Background: an optimization exercise with open tools, aiming at a short achievable clock period and few clock cycles. Do not read the settings as production practice.
The RTL was checked by simulation tests, not by an equivalence proof against the original design.

==> amber: inputs <==
==> flow/design.v <==
module multicycle_mips_cpu #(
    parameter logic [31:0] RESET_PC = 32'h0000_0000,
    parameter int          NREG_AW  = 5
) (
    input  logic        Clk,
    input  logic        Reset,
    output logic [31:0] MemAddr,
    output logic [31:0] MemWData,
    output logic        MemRd,
    output logic        MemWr,
    input  logic [31:0] MemRData,
    input  logic        MemReady,
    output logic [31:0] PC,
    output logic        Halt
);
    localparam int NREG = 1 << NREG_AW;
    localparam logic [5:0] OP_RTYPE = 6'h00;
    localparam logic [5:0] OP_J     = 6'h02;
    localparam logic [5:0] OP_BEQ   = 6'h04;
    localparam logic [5:0] OP_ADDI  = 6'h08;
    localparam logic [5:0] OP_LW    = 6'h23;
    localparam logic [5:0] OP_SW    = 6'h2B;
    localparam logic [5:0] FN_ADD = 6'h20;
    localparam logic [5:0] FN_SUB = 6'h22;
    localparam logic [5:0] FN_AND = 6'h24;
    localparam logic [5:0] FN_OR  = 6'h25;
    localparam logic [5:0] FN_SLT = 6'h2A;
    localparam logic [31:0] SYSCALL = 32'h0000_000C;
    logic        rd_q, wr_q;             
    logic [31:0] addr_q, wdata_q;        
    logic        fetch_q;                
    logic        mem_q;                  
    logic        ld_q;                   
    logic [NREG_AW-1:0] ld_dst_q;
    logic        halt_q;
    logic [31:0] pc_q;                   
    logic [31:0] pc2_q;                  
    logic [31:0] pc3_q;                  
    logic        d_valid_q;
    logic [31:0] d_ir_q, d_pc4_q, d_tgt_q;
    logic        d_pt_q;                 
    logic [NREG-1:0] d_rsoh_q, d_rtoh_q;  
    logic [5:0]  d_bix_q;                
    logic [1:0]  d_ctr_q;                
    localparam int NBHT = 64;
    logic [1:0]  bht_q [NBHT];           
    logic        x_valid_q;
    logic        x_wr_q;                 
    logic        x_add_q, x_sub_q, x_and_q, x_or_q, x_slt_q;
    logic        x_lw_q, x_sw_q, x_beq_q, x_sys_q;
    logic [NREG_AW-1:0] x_dst_q;
    logic [31:0] x_b_q, x_tgt_q;          
    logic        x_pt_q;
    logic [5:0]  x_bix_q;
    logic [1:0]  x_ctr_q;
    logic        u_we_q;
    logic [5:0]  u_bix_q;
    logic [1:0]  u_ctr_q;
    logic [31:0] x_ga_q, x_ta_q, x_gs_q, x_ts_q;
    logic [31:0] x_a2_q, x_o2_q;         
    logic [NREG-1:0] w_we_q;            
    logic        w_valid_q;              
    logic [NREG_AW-1:0] w_dst_q;
    logic [31:0] w_res_q;
    logic [31:0] rf_q [NREG];
    assign MemAddr  = addr_q;
    assign MemWData = wdata_q;
    assign MemRd    = rd_q;
    assign MemWr    = wr_q;
    assign PC       = pc_q;
    assign Halt     = halt_q;
    logic stall;
    assign stall = (rd_q | wr_q) & ~MemReady;
    function automatic logic [31:0] carries(input logic [31:0] g, input logic [31:0] p,
                                            input logic cin);
        logic [31:0] gg, pp, gn, pn;
        gg    = g;
        pp    = p;
        gg[0] = g[0] | (p[0] & cin);
        for (int l = 1; l < 32; l = l * 2) begin
            for (int i = 0; i < 32; i++) begin
                if (i >= l) begin
                    gn[i] = gg[i] | (pp[i] & gg[i-l]);
                    pn[i] = pp[i] & pp[i-l];
                end else begin
                    gn[i] = gg[i];
                    pn[i] = pp[i];
                end
            end
            gg = gn;
            pp = pn;
        end
        carries = {gg[30:0], cin};
    endfunction
    function automatic logic [29:0] carries30(input logic [29:0] g, input logic [29:0] p);
        logic [31:0] c;
        c = carries({2'b00, g}, {2'b00, p}, 1'b1);
        carries30 = c[29:0];
    endfunction
    logic [31:0] c_add, c_sub, sum, diff, alu_res;
    logic        slt, x_go, x_taken, x_halt, x_mem;
    logic [31:0] p_add, p_sub;
    assign p_add = x_a2_q ^ x_o2_q;
    assign p_sub = ~p_add;
    assign c_add = carries(x_ga_q, x_ta_q, 1'b0);
    assign c_sub = carries(x_gs_q, x_ts_q, 1'b1);
    assign sum   = p_add ^ c_add;
    assign diff  = p_sub ^ c_sub;
    assign slt   = p_add[31] ? x_gs_q[31] : ~c_sub[31];
    assign alu_res = ({32{x_add_q}} & sum)
                   | ({32{x_sub_q}} & diff)
                   | ({32{x_and_q}} & x_ga_q)
                   | ({32{x_or_q}}  & x_ta_q)
                   | {31'd0, x_slt_q & slt};
    assign x_go    = x_valid_q & ~mem_q & ~halt_q;
    logic x_eq;
    assign x_eq    = x_ta_q == x_ga_q;
    assign x_taken = x_go & x_beq_q & (x_eq != x_pt_q);
    assign x_halt  = x_valid_q & x_sys_q & ~halt_q;
    assign x_mem   = x_go & (x_lw_q | x_sw_q);
    logic [5:0]  f_op;
    logic [31:0] f_imm, f_pc4, f_tgt;
    logic        f_go, f_j, f_bt, f_pt;
    logic [1:0]  f_ctr;
    assign f_ctr = bht_q[pc_q[7:2]];
    assign f_op  = MemRData[31:26];
    assign f_imm = {{16{MemRData[15]}}, MemRData[15:0]};
    assign f_pc4 = pc3_q + 32'd4;
    logic [29:0] t_g, t_p, t_c;
    assign t_g   = pc_q[31:2] & f_imm[29:0];
    assign t_p   = pc2_q[31:2] ^ f_imm[29:0];
    assign t_c   = carries30(t_g, t_p);
    assign f_tgt = {t_p ^ t_c, 2'b00};
    assign f_j   = f_op == OP_J;
    assign f_bt  = (f_op == OP_BEQ) && (MemRData[25:21] == MemRData[20:16]) &&
                   (MemRData[15:0] != 16'd0);
    assign f_pt  = (f_op == OP_BEQ) && (MemRData[25:21] != MemRData[20:16]) &&
                   (MemRData[15:0] != 16'd0) && f_ctr[1];
    logic [5:0]  d_op, d_fn;
    logic [NREG_AW-1:0] d_rs, d_rt, d_rd;
    logic [31:0] d_imm, d_a, d_b, d_op2;
    logic        d_go, d_lu, d_sys, d_halt, d_rtype_ok, adv;
    assign d_op  = d_ir_q[31:26];
    assign d_fn  = d_ir_q[5:0];
    assign d_rs  = NREG_AW'(d_ir_q[25:21]);
    assign d_rt  = NREG_AW'(d_ir_q[20:16]);
    assign d_rd  = NREG_AW'(d_ir_q[15:11]);
    assign d_imm = {{16{d_ir_q[15]}}, d_ir_q[15:0]};
    assign d_rtype_ok = (d_fn == FN_ADD) || (d_fn == FN_SUB) || (d_fn == FN_AND) ||
                        (d_fn == FN_OR) || (d_fn == FN_SLT);
    assign adv    = ~mem_q & ~halt_q;
    assign d_lu   = x_valid_q & x_lw_q & (x_dst_q != '0) & ((x_dst_q == d_rs) | (x_dst_q == d_rt));
    assign d_go   = d_valid_q & adv & ~x_taken & ~d_lu;
    assign d_sys  = d_ir_q == SYSCALL;
    assign d_halt = d_go & d_sys & ~x_mem;
    logic [31:0] d_rfa, d_rfb;
    always_comb begin
        d_rfa = 32'd0;
        d_rfb = 32'd0;
        for (int i = 1; i < NREG; i++) begin
            d_rfa = d_rfa | ({32{d_rsoh_q[i]}} & rf_q[i]);
            d_rfb = d_rfb | ({32{d_rtoh_q[i]}} & rf_q[i]);
        end
    end
    assign d_a   = (x_valid_q && x_wr_q && x_dst_q == d_rs) ? alu_res :
                   (w_valid_q && w_dst_q == d_rs) ? w_res_q : d_rfa;
    assign d_b   = (x_valid_q && x_wr_q && x_dst_q == d_rt) ? alu_res :
                   (w_valid_q && w_dst_q == d_rt) ? w_res_q : d_rfb;
    assign d_op2 = (d_op == OP_RTYPE || d_op == OP_BEQ) ? d_b : d_imm;
    assign f_go  = fetch_q & ~x_taken & ~x_halt & ~d_halt &
                   ~(d_valid_q & d_lu);
    logic [31:0] pc_d, pc_nt, addr_d;
    logic        take_tgt;
    logic        halt_d, mem_d, fetch_d, d_valid_d, x_valid_d, x_sys_d;
    always_comb begin
        pc_nt = pc_q;
        if (x_halt)                  pc_nt = x_tgt_q;
        else if (x_taken)            pc_nt = x_tgt_q;
        else if (d_halt)             pc_nt = d_pc4_q;
        else if (f_go) begin
            if (f_j)                 pc_nt = {f_pc4[31:28], MemRData[25:0], 2'b00};
            else                     pc_nt = f_pc4;
        end
    end
    assign take_tgt = ~x_halt & ~x_taken & ~d_halt & f_go & ~f_j & (f_bt | f_pt);
    assign pc_d     = take_tgt ? f_tgt : pc_nt;
    assign addr_d   = ({32{x_mem}} & sum) | ({32{~x_mem & take_tgt}} & f_tgt) |
                      ({32{~x_mem & ~take_tgt}} & pc_nt);
    assign halt_d = halt_q | x_halt | d_halt;
    assign mem_d  = x_mem;
    assign x_valid_d = adv ? (d_go & ~d_halt & ~x_halt) : x_valid_q;
    assign x_sys_d   = adv ? d_sys : x_sys_q;
    assign d_valid_d = !adv ? d_valid_q :
                       (x_taken | x_halt | d_halt) ? 1'b0 :
                       (d_valid_q & d_lu) ? 1'b1 :
                       (f_go & ~f_j & ~f_bt);
    assign fetch_d   = ~halt_d & ~mem_d & ~(x_valid_d & x_sys_d);
    always_ff @(posedge Clk or negedge Reset) begin
        if (!Reset) begin
            rd_q      <= 1'b0;
            wr_q      <= 1'b0;
            fetch_q   <= 1'b0;
            mem_q     <= 1'b0;
            ld_q      <= 1'b0;
            halt_q    <= 1'b0;
            pc_q      <= RESET_PC;
            addr_q    <= RESET_PC;
            d_valid_q <= 1'b0;
            x_valid_q <= 1'b0;
            x_sys_q   <= 1'b0;
            w_we_q    <= '0;
            w_valid_q <= 1'b0;
            w_dst_q   <= '0;
        end else if (!stall) begin
            pc_q      <= pc_d;
            halt_q    <= halt_d;
            mem_q     <= mem_d;
            fetch_q   <= fetch_d;
            d_valid_q <= d_valid_d;
            x_valid_q <= x_valid_d;
            x_sys_q   <= x_sys_d;
            begin
                rd_q   <= x_mem ? x_lw_q : fetch_d;
                wr_q   <= x_mem & x_sw_q;
                addr_q <= addr_d;
                if (x_mem) ld_q <= x_lw_q && (x_dst_q != '0);
                for (int i = 1; i < NREG; i++)
                    w_we_q[i] <= mem_q ? (ld_q && ld_dst_q == NREG_AW'(i))
                                       : (x_go && x_wr_q && x_dst_q == NREG_AW'(i));
                w_valid_q <= mem_q ? ld_q : (x_go && x_wr_q);
                w_dst_q   <= mem_q ? ld_dst_q : x_dst_q;
            end
        end
    end
    always_ff @(posedge Clk) begin
        if (!stall) begin
            w_res_q <= mem_q ? MemRData : alu_res;
            pc2_q   <= pc_d;
        end
        pc3_q <= stall ? pc_q : pc_d;
        if (!stall) begin
            if (x_mem) begin
                wdata_q  <= x_b_q;
                ld_dst_q <= x_dst_q;
            end
            if (adv && !(d_valid_q && d_lu)) begin
                d_ir_q  <= MemRData;
                d_pc4_q <= f_pc4;
                d_tgt_q <= f_tgt;
                d_pt_q  <= f_pt;
                for (int i = 0; i < NREG; i++) begin
                    d_rsoh_q[i] <= MemRData[25:21] == NREG_AW'(i);
                    d_rtoh_q[i] <= MemRData[20:16] == NREG_AW'(i);
                end
                d_bix_q <= pc_q[7:2];
                d_ctr_q <= f_ctr;
            end
            if (adv) begin
                x_b_q    <= d_b;
                x_ga_q   <= d_a & d_op2;
                x_ta_q   <= d_a | d_op2;
                x_gs_q   <= d_a & ~d_op2;
                x_ts_q   <= d_a | ~d_op2;
                x_a2_q   <= d_a;
                x_o2_q   <= d_op2;
                x_wr_q   <= ((d_op == OP_RTYPE && d_rtype_ok && d_rd != '0) ||
                             (d_op == OP_ADDI && d_rt != '0));
                x_add_q  <= (d_op == OP_RTYPE) ? (d_fn == FN_ADD) : 1'b1;
                x_sub_q  <= (d_op == OP_RTYPE) && (d_fn == FN_SUB);
                x_and_q  <= (d_op == OP_RTYPE) && (d_fn == FN_AND);
                x_or_q   <= (d_op == OP_RTYPE) && (d_fn == FN_OR);
                x_slt_q  <= (d_op == OP_RTYPE) && (d_fn == FN_SLT);
                x_lw_q   <= d_op == OP_LW;
                x_sw_q   <= d_op == OP_SW;
                x_beq_q  <= (d_op == OP_BEQ) && (d_rs != d_rt) && (d_ir_q[15:0] != 16'd0);
                x_dst_q  <= (d_op == OP_RTYPE) ? d_rd : d_rt;
                x_tgt_q  <= (d_sys || d_pt_q) ? d_pc4_q : d_tgt_q;
                x_pt_q   <= d_pt_q;
                x_bix_q  <= d_bix_q;
                x_ctr_q  <= d_ctr_q;
            end
        end
    end
    always_ff @(posedge Clk or negedge Reset) begin
        if (!Reset) begin
            for (int i = 0; i < NBHT; i++) bht_q[i] <= 2'd1;
            u_we_q  <= 1'b0;
            u_bix_q <= '0;
            u_ctr_q <= 2'd0;
        end else if (!stall) begin
            u_we_q  <= x_go && x_beq_q;
            u_bix_q <= x_bix_q;
            u_ctr_q <= x_eq ? ((x_ctr_q == 2'd3) ? 2'd3 : x_ctr_q + 2'd1)
                            : ((x_ctr_q == 2'd0) ? 2'd0 : x_ctr_q - 2'd1);
            if (u_we_q) bht_q[u_bix_q] <= u_ctr_q;
        end
    end
    always_ff @(posedge Clk or negedge Reset) begin
        if (!Reset) begin
            for (int i = 0; i < NREG; i++) rf_q[i] <= 32'd0;
        end else begin
            for (int i = 1; i < NREG; i++)
                if (w_we_q[i]) rf_q[i] <= w_res_q;
        end
    end
endmodule
==> flow/run.sh <==
#!/bin/bash
# synth_recipe.tcl (not shown) runs the flow's synth.tcl, then flattens the netlist and writes it again
# the make line also repeats each setting of config.mk as NAME=value (left out here)
make -C /OpenROAD-flow-scripts/flow DESIGN_CONFIG=/design/flow/config.mk WORK_HOME=/design/flow/orfs CLKGATE_MAP_FILE= SYNTH_SCRIPT=/design/flow/synth_recipe.tcl finish
==> flow/config.mk <==
export PLATFORM = sky130hd
export DESIGN_NAME = multicycle_mips_cpu
export DESIGN_NICKNAME = multicycle_mips_cpu
export VERILOG_FILES = /design/flow/design.v
export SDC_FILE = /design/flow/constraint.sdc
export NUM_CORES = 4
export LEC_CHECK = 0
export CAP_MARGIN = 20
export CORE_MARGIN = 2
export CORE_UTILIZATION = 45
export PLACE_DENSITY = 0.65
export SETUP_SLACK_MARGIN = 5
export SLEW_MARGIN = 20
export TNS_END_PERCENT = 20
==> flow/constraint.sdc <==
create_clock -name core_clock -period 8.0 [get_ports {Clk}]
set_input_delay 1.6000 -clock core_clock [delete_from_list [all_inputs] [get_ports {Clk}]]
set_output_delay 1.6000 -clock core_clock [all_outputs]
set_load 0.01 [all_outputs]
==> onyx (differences from amber) <==
--- a/flow/design.v
+++ b/flow/design.v
@@ -138,7 +138,7 @@
                    (MemRData[15:0] != 16'd0) && f_ctr[1];
     logic [5:0]  d_op, d_fn;
     logic [NREG_AW-1:0] d_rs, d_rt, d_rd;
-    logic [31:0] d_imm, d_a, d_b, d_op2;
+    logic [31:0] d_imm;
     logic        d_go, d_lu, d_sys, d_halt, d_rtype_ok, adv;
     assign d_op  = d_ir_q[31:26];
     assign d_fn  = d_ir_q[5:0];
@@ -162,11 +162,28 @@
             d_rfb = d_rfb | ({32{d_rtoh_q[i]}} & rf_q[i]);
         end
     end
-    assign d_a   = (x_valid_q && x_wr_q && x_dst_q == d_rs) ? alu_res :
-                   (w_valid_q && w_dst_q == d_rs) ? w_res_q : d_rfa;
-    assign d_b   = (x_valid_q && x_wr_q && x_dst_q == d_rt) ? alu_res :
-                   (w_valid_q && w_dst_q == d_rt) ? w_res_q : d_rfb;
-    assign d_op2 = (d_op == OP_RTYPE || d_op == OP_BEQ) ? d_b : d_imm;
+    logic [31:0] a_nb, b_nb, o_nb;
+    logic        byp_a, byp_b, byp_o;
+    assign a_nb  = (w_valid_q && w_dst_q == d_rs) ? w_res_q : d_rfa;
+    assign b_nb  = (w_valid_q && w_dst_q == d_rt) ? w_res_q : d_rfb;
+    assign o_nb  = (d_op == OP_RTYPE || d_op == OP_BEQ) ? b_nb : d_imm;
+    assign byp_a = x_valid_q && x_wr_q && x_dst_q == d_rs;
+    assign byp_b = x_valid_q && x_wr_q && x_dst_q == d_rt;
+    assign byp_o = byp_b && (d_op == OP_RTYPE || d_op == OP_BEQ);
+    logic [31:0] m_aa, m_a, m_o, m_n, d_ga, d_ta, d_gs, d_ts, d_a, d_b, d_op2;
+    assign m_aa  = {32{byp_a & byp_o}};
+    assign m_a   = {32{byp_a & ~byp_o}};
+    assign m_o   = {32{~byp_a & byp_o}};
+    assign m_n   = {32{~byp_a & ~byp_o}};
+    assign d_ga  = (alu_res & (m_aa | (m_a & o_nb) | (m_o & a_nb))) | (m_n & a_nb & o_nb);
+    assign d_ta  = (alu_res & (m_aa | m_a | m_o)) | (m_a & o_nb) | (m_o & a_nb) |
+                   (m_n & (a_nb | o_nb));
+    assign d_gs  = (alu_res & m_a & ~o_nb) | (~alu_res & m_o & a_nb) | (m_n & a_nb & ~o_nb);
+    assign d_ts  = m_aa | (alu_res & m_a) | (~alu_res & m_o) |
+                   (m_a & ~o_nb) | (m_o & a_nb) | (m_n & (a_nb | ~o_nb));
+    assign d_a   = byp_a ? alu_res : a_nb;
+    assign d_b   = byp_b ? alu_res : b_nb;
+    assign d_op2 = byp_o ? alu_res : o_nb;
     assign f_go  = fetch_q & ~x_taken & ~x_halt & ~d_halt &
                    ~(d_valid_q & d_lu);
     logic [31:0] pc_d, pc_nt, addr_d;
@@ -257,10 +274,10 @@
             end
             if (adv) begin
                 x_b_q    <= d_b;
-                x_ga_q   <= d_a & d_op2;
-                x_ta_q   <= d_a | d_op2;
-                x_gs_q   <= d_a & ~d_op2;
-                x_ts_q   <= d_a | ~d_op2;
+                x_ga_q   <= d_ga;
+                x_ta_q   <= d_ta;
+                x_gs_q   <= d_gs;
+                x_ts_q   <= d_ts;
                 x_a2_q   <= d_a;
                 x_o2_q   <= d_op2;
                 x_wr_q   <= ((d_op == OP_RTYPE && d_rtype_ok && d_rd != '0) ||
==> flow/flow/run.sh (new file) <==
#!/bin/bash
# The standard layout, with the input and output ports buffered by buf_4
# cells (ORFS's buffer_ports otherwise picks a delay buffer for them).
set -euo pipefail
export BUFFER_PORTS_ARGS="-buffer_cell sky130_fd_sc_hd__buf_4"
bash standard.sh > standard.log 2>&1
==> flow/standard.sh (new file) <==
#!/bin/bash
# synth_recipe.tcl (not shown) runs the flow's synth.tcl, then flattens the netlist and writes it again
# the make line also repeats each setting of config.mk as NAME=value (left out here)
make -C /OpenROAD-flow-scripts/flow DESIGN_CONFIG=/design/flow/config.mk WORK_HOME=/design/flow/orfs CLKGATE_MAP_FILE= SYNTH_SCRIPT=/design/flow/synth_recipe.tcl "${@:-finish}"
Settings changed: TNS_END_PERCENT 20 to 5.
removed: flow/run.sh
==> quartz (differences from amber) <==
--- a/flow/design.v
+++ b/flow/design.v
@@ -138,7 +138,7 @@
                    (MemRData[15:0] != 16'd0) && f_ctr[1];
     logic [5:0]  d_op, d_fn;
     logic [NREG_AW-1:0] d_rs, d_rt, d_rd;
-    logic [31:0] d_imm, d_a, d_b, d_op2;
+    logic [31:0] d_imm;
     logic        d_go, d_lu, d_sys, d_halt, d_rtype_ok, adv;
     assign d_op  = d_ir_q[31:26];
     assign d_fn  = d_ir_q[5:0];
@@ -162,11 +162,28 @@
             d_rfb = d_rfb | ({32{d_rtoh_q[i]}} & rf_q[i]);
         end
     end
-    assign d_a   = (x_valid_q && x_wr_q && x_dst_q == d_rs) ? alu_res :
-                   (w_valid_q && w_dst_q == d_rs) ? w_res_q : d_rfa;
-    assign d_b   = (x_valid_q && x_wr_q && x_dst_q == d_rt) ? alu_res :
-                   (w_valid_q && w_dst_q == d_rt) ? w_res_q : d_rfb;
-    assign d_op2 = (d_op == OP_RTYPE || d_op == OP_BEQ) ? d_b : d_imm;
+    logic [31:0] a_nb, b_nb, o_nb;
+    logic        byp_a, byp_b, byp_o;
+    assign a_nb  = (w_valid_q && w_dst_q == d_rs) ? w_res_q : d_rfa;
+    assign b_nb  = (w_valid_q && w_dst_q == d_rt) ? w_res_q : d_rfb;
+    assign o_nb  = (d_op == OP_RTYPE || d_op == OP_BEQ) ? b_nb : d_imm;
+    assign byp_a = x_valid_q && x_wr_q && x_dst_q == d_rs;
+    assign byp_b = x_valid_q && x_wr_q && x_dst_q == d_rt;
+    assign byp_o = byp_b && (d_op == OP_RTYPE || d_op == OP_BEQ);
+    logic [31:0] m_aa, m_a, m_o, m_n, d_ga, d_ta, d_gs, d_ts, d_a, d_b, d_op2;
+    assign m_aa  = {32{byp_a & byp_o}};
+    assign m_a   = {32{byp_a & ~byp_o}};
+    assign m_o   = {32{~byp_a & byp_o}};
+    assign m_n   = {32{~byp_a & ~byp_o}};
+    assign d_ga  = (alu_res & (m_aa | (m_a & o_nb) | (m_o & a_nb))) | (m_n & a_nb & o_nb);
+    assign d_ta  = (alu_res & (m_aa | m_a | m_o)) | (m_a & o_nb) | (m_o & a_nb) |
+                   (m_n & (a_nb | o_nb));
+    assign d_gs  = (alu_res & m_a & ~o_nb) | (~alu_res & m_o & a_nb) | (m_n & a_nb & ~o_nb);
+    assign d_ts  = m_aa | (alu_res & m_a) | (~alu_res & m_o) |
+                   (m_a & ~o_nb) | (m_o & a_nb) | (m_n & (a_nb | ~o_nb));
+    assign d_a   = byp_a ? alu_res : a_nb;
+    assign d_b   = byp_b ? alu_res : b_nb;
+    assign d_op2 = byp_o ? alu_res : o_nb;
     assign f_go  = fetch_q & ~x_taken & ~x_halt & ~d_halt &
                    ~(d_valid_q & d_lu);
     logic [31:0] pc_d, pc_nt, addr_d;
@@ -257,10 +274,10 @@
             end
             if (adv) begin
                 x_b_q    <= d_b;
-                x_ga_q   <= d_a & d_op2;
-                x_ta_q   <= d_a | d_op2;
-                x_gs_q   <= d_a & ~d_op2;
-                x_ts_q   <= d_a | ~d_op2;
+                x_ga_q   <= d_ga;
+                x_ta_q   <= d_ta;
+                x_gs_q   <= d_gs;
+                x_ts_q   <= d_ts;
                 x_a2_q   <= d_a;
                 x_o2_q   <= d_op2;
                 x_wr_q   <= ((d_op == OP_RTYPE && d_rtype_ok && d_rd != '0) ||
==> flow/flow/run.sh (new file) <==
#!/bin/bash
# The standard layout, with the input and output ports buffered by buf_4
# cells (ORFS's buffer_ports otherwise picks a delay buffer for them).
set -euo pipefail
export BUFFER_PORTS_ARGS="-buffer_cell sky130_fd_sc_hd__buf_4"
bash standard.sh > standard.log 2>&1
==> flow/standard.sh (new file) <==
#!/bin/bash
# synth_recipe.tcl (not shown) runs the flow's synth.tcl, then flattens the netlist and writes it again
# the make line also repeats each setting of config.mk as NAME=value (left out here)
make -C /OpenROAD-flow-scripts/flow DESIGN_CONFIG=/design/flow/config.mk WORK_HOME=/design/flow/orfs CLKGATE_MAP_FILE= SYNTH_SCRIPT=/design/flow/synth_recipe.tcl "${@:-finish}"
removed: flow/run.sh
==> flow_summary.toml <==
[routing]
drt_iter0_markers = 15090
wl_mm = 403.1
vias = 76530

[setup_path]
crit_top_cell = "or3_4"
critPathBufInv = 3

[synth]
synth_xor_area_share_pct = 2.221
avgSynthCellArea_um2 = 12.09

[min_path]
hold_start = "x_b_q[22]"

[cells_and_area]
clock_buffer_count = 273

[status]
status = "complete, no violations"
-- figures above: amber

==> flow_summary.toml <==
[setup_path]
critPathBufInv = 1
crit_top_cell = "a221o_2"

[min_path]
hold_start = "x_b_q[17]"

[placed_design]
io_buffers = 133

[routing]
vias = 77730
drt_iter0_markers = 15570
wl_mm = 403.9

[power_and_ir_drop]
powerComb_w = 0.0204

[cells_and_area]
drive_above_1_share_pct = 33.09
multi_input_area_share_pct = 39.70
largest_registers = "rf_q (992), bht_q (128)"

[synth]
synth_xor_area_share_pct = 2.205
avgSynthCellArea_um2 = 11.75

[global_route]
grt_antenna_before_repair = 38

[status]
status = "complete, no violations"
-- figures above: onyx

==> flow_summary.toml <==
[status]
status = "complete, no violations"

[cells_and_area]
clock_buffer_count = 277

[routing]
vias = 79080
drt_iter0_markers = 16240
wl_mm = 408.3

[synth]
avgSynthCellArea_um2 = 11.75
synth_xor_area_share_pct = 2.205

[min_path]
hold_start = "x_b_q[17]"

[setup_path]
r2r-start = "x_ga_q[8]"
critPathBufInv = 2
crit_top_cell = "a21oi_4"
path_cells = "buf_6 -> xor2_1 -> ha_2 -> a21oi_4 -> o311ai_4 -> nand3_2 -> a21oi_4 -> nor3_4 -> o32a_1 -> o31a_1 -> xnor2_2 -> a21oi_2 -> inv_1"

[timing]
fin_crit_ns = 3.540
rsz0062_at_grt = "true"
-- figures above: quartz

Testbench counts of amber, summed over its fixed seeds: cycles 41,933.
Testbench counts of onyx, summed over its fixed seeds: cycles 41,933.
Testbench counts of quartz, summed over its fixed seeds: cycles 41,933.

-- port drivers added, routing unchanged --
The flow's constraints put no driver on any port. The routed layouts listed below were extracted and timed again, unchanged, in two steps.
Step 1, drivers: a clkbuf_16 drives Clk and a buf_2 each remaining input, both assumed.
Step 2, shift: input delay + t, output delay - t, t = (earliest + latest rising clock arrival at the registers) / 2. This alone moves slack from input paths to output paths.
Slacks: no drivers / after step 1 / after step 2; pairs: no drivers / after step 1.
run | t (ns) | setup slack, ns | worst setup path after step 2 | worst register clock-pin slew, ns | cell pins on the clock port's net
amber | 0.944 | 4.297 / 4.289 / 3.465 | input to register | 0.07 / 0.07 | 1
onyx | 0.947 | 4.433 / 4.433 / 3.555 | input to register | 0.07 / 0.07 | 1
quartz | 0.941 | 4.460 / 4.448 / 3.508 | input to register | 0.07 / 0.07 | 1
After both steps setup and hold are still met in every run listed. The setup slack of quartz, which loses most, moves by -0.012 ns with the drivers and by -0.952 ns with both steps.
